This is an optimization exercise on Yosys and OpenROAD, whose aim is small area, a short achievable clock period and few clock cycles, not a production implementation.
Only simulation tests tie the RTL to the original design; equivalence was not proved.
Power figures rest on the tool's default switching activity, not on a simulated workload.

## v17
// ex_stage_md
module ex_stage_md #(
  parameter int DATA_W = 32,
  parameter int REG_AW = 5,
  parameter int OP_W   = 5
) (
  input  logic              clk,
  input  logic              reset,
  input  logic              in_valid,
  input  logic [OP_W-1:0]   in_op,
  input  logic [DATA_W-1:0] in_rs_data,
  input  logic [DATA_W-1:0] in_rt_data,
  input  logic [DATA_W-1:0] in_imm,
  input  logic [4:0]        in_shamt,
  input  logic              in_use_imm,
  input  logic              in_use_shamt,
  input  logic [REG_AW-1:0] in_rs,
  input  logic [REG_AW-1:0] in_rt,
  input  logic [REG_AW-1:0] in_rd,
  input  logic              in_dst_rd,
  input  logic              in_wr,
  input  logic              flush,
  input  logic [DATA_W-1:0] fwd_mem_data,
  input  logic [DATA_W-1:0] fwd_wb_data,
  input  logic [1:0]        fwd_sel_a,
  input  logic [1:0]        fwd_sel_b,
  output logic              ex_stall,
  output logic              out_valid,
  output logic [DATA_W-1:0] out_result,
  output logic [DATA_W-1:0] out_store_data,
  output logic [REG_AW-1:0] out_dst,
  output logic [REG_AW-1:0] out_rs,
  output logic [REG_AW-1:0] out_rt
);
export LEC_CHECK = 0
export CAP_MARGIN = 20
export CORE_MARGIN = 2
export CORE_UTILIZATION = 40
export SETUP_SLACK_MARGIN = 3.0
export SLEW_MARGIN = 20
export SYNTH_HIERARCHICAL = 1
create_clock -name core_clock -period 9.0 [get_ports {clk}]
standard.sh (not shown) runs the stock make flow with config.mk's settings and CLKGATE_MAP_FILE= SYNTH_SCRIPT=/design/flow/synth_recipe.tcl, a recipe that flattens the netlist after the stock synthesis.
==> flow/flow/run.sh <==
#!/bin/bash
# The standard layout (the standard.sh, unchanged synthesis), with
# sky130_fd_sc_hd__buf_2 as the buffer that placement puts on every
# input and output port instead of the cell buffer_ports picks itself.
set -euo pipefail
export BUFFER_PORTS_ARGS="-buffer_cell sky130_fd_sc_hd__buf_2"
bash standard.sh > standard.log 2>&1
v17 finished all stages; the layout is clean.
Testbench counts of v17, summed over its fixed seeds: cycles 13,221.
#### Input delta (v37 over v17)
diff --git a/flow/design.v b/flow/design.v
--- a/flow/design.v
+++ b/flow/design.v
@@ -38,23 +38,25 @@
   endfunction
   function automatic logic [31:0] neg32(input logic [31:0] x);
     logic [31:0] p;
     p = x;
     for (int d = 1; d < 32; d = d * 2) p = p | (p << d);
     neg32 = x ^ {p[30:0], 1'b0};
   endfunction
   logic        in_md;
   logic        in_sll;
+  logic        in_sub;
   logic        in_ash;
   logic        in_dst_ok;
   logic [31:0] in_a;
   assign in_md     = in_op[4:2] == 3'b011;
   assign in_sll    = in_op == 5'd8;
+  assign in_sub    = in_op == 5'd1 || in_op == 5'd6 || in_op == 5'd7;
   assign in_ash    = in_use_shamt & ~in_md;
   assign in_dst_ok = in_wr & (in_op < 5'd12 || in_op == 5'd16 || in_op == 5'd17);
   assign in_a      = in_ash ? {27'b0, in_shamt} : in_rs_data;
   logic        q_valid;
   logic [4:0]  q_op;
   logic [31:0] q_a;       
   logic        q_a_sh;    
   logic [31:0] q_b;       
   logic        q_use_imm;
@@ -102,30 +104,30 @@
       q_valid <= in_valid;
     end
   end
   always_ff @(posedge clk) begin
     if (!stall) begin
       if (!flush) begin
         q_op      <= in_op;
         q_a       <= in_sll ? rev32(in_a) : in_a;
         q_a_sh    <= in_ash;
-        q_b       <= in_use_imm ? in_imm : in_rt_data;
+        q_b       <= (in_use_imm ? in_imm : in_rt_data) ^ {32{in_sub}};
         q_use_imm <= in_use_imm;
         q_rt      <= in_rt_data;
         q_rs      <= in_rs;
         q_rtn     <= in_rt;
         q_dst     <= in_dst_ok ? (in_dst_rd ? in_rd : in_rt) : 5'd0;
         q_cap     <= 1'b0;
-        q_sub     <= in_op == 5'd1 || in_op == 5'd6 || in_op == 5'd7;
+        q_sub     <= in_sub;
       end
     end else if (cap) begin
       if (need_a) q_a <= (op == 5'd8) ? rev32(fa) : fa;
-      if (need_b) q_b <= fb;
+      if (need_b) q_b <= fb ^ {32{q_sub}};
       q_cap <= 1'b1;
     end
   end
   logic [31:0] a;
   logic [31:0] b;
   assign a  = q_a;
   assign b  = q_b;
   logic op_sub;
   logic op_slt;
@@ -156,21 +158,21 @@
   assign op_mflo = op == 5'd17;
   assign op_add  = ~(op_sub | op_and | op_or | op_xor | op_nor | op_slt |
                      op_sltu | op_sll | op_srl | op_sra | op_lui |
                      op_mfhi | op_mflo);
   logic        do_sub;
   logic [33:0] addsub;
   logic        lt_s;
   logic        lt_u;
   assign do_sub = q_sub;
-  assign addsub = {1'b0, a, 1'b1} + {1'b0, b ^ {32{do_sub}}, do_sub};
+  assign addsub = {1'b0, a, 1'b1} + {1'b0, b, do_sub};
   assign lt_u   = ~addsub[33];
-  assign lt_s   = (a[31] ^ b[31]) ? a[31] : addsub[32];
+  assign lt_s   = (a[31] == b[31]) ? a[31] : addsub[32];    
   logic [31:0] sh_out;
   assign sh_out = 32'($signed({op_sra & a[31], a}) >>> b[4:0]);
   logic [31:0] hi;
   logic [31:0] lo;
   logic [31:0] res;
   logic [31:0] res_rg;    
   logic [31:0] res_lg;    
   logic [3:0]  lut;       
   always_comb begin
==> summary.txt <==
v17 reports its critical setup path kind as flop to output port while v37 reports primary input to output port. In v37 relative to v17, fmax had gone up slightly. Compared with v17, in v37 number of cell rows rose by 1; area of the mapped netlist climbed about 2%. v17 → v37: synthesis-to-layout area growth rose 2.3 points; power share of the clock group fell 0.8 points; static leakage rose 4.0%. The end point of the critical path comes out out_result[6] in one run and out_result[0] in the other, namely in v37 and v17 respectively.
Testbench counts of v37, summed over its fixed seeds: cycles 13,221.

==> afterwards: timing with drivers on the ports <==
The results above use ideal ports. As a check the final layouts listed here were re-extracted and re-timed, cells and wires unchanged.
Step 1: set_driving_cell puts a clkbuf_16 on clk and a buf_2 on each other input, an assumption about the parent block.
Step 2 also shifts input and output timing later by t, the mid clock arrival at the registers, as if the neighbouring blocks saw the same clock.
Three values: ideal ports, drivers, drivers and shift; two values: the first two.
run | t, ns | setup slack, ns | worst setup path at the end | clock arrival spread, ns
v17 | 0.678 | 2.884 / 2.811 / 2.861 | input to output | 0.029 / 0.030
v37 | 0.685 | 2.943 / 2.892 / 2.922 | input to output | 0.040 / 0.039
After both steps setup and hold are still met in every run listed. For v17, which loses most, drivers alone change the setup slack by -0.073 ns; drivers and shift together by -0.023 ns.
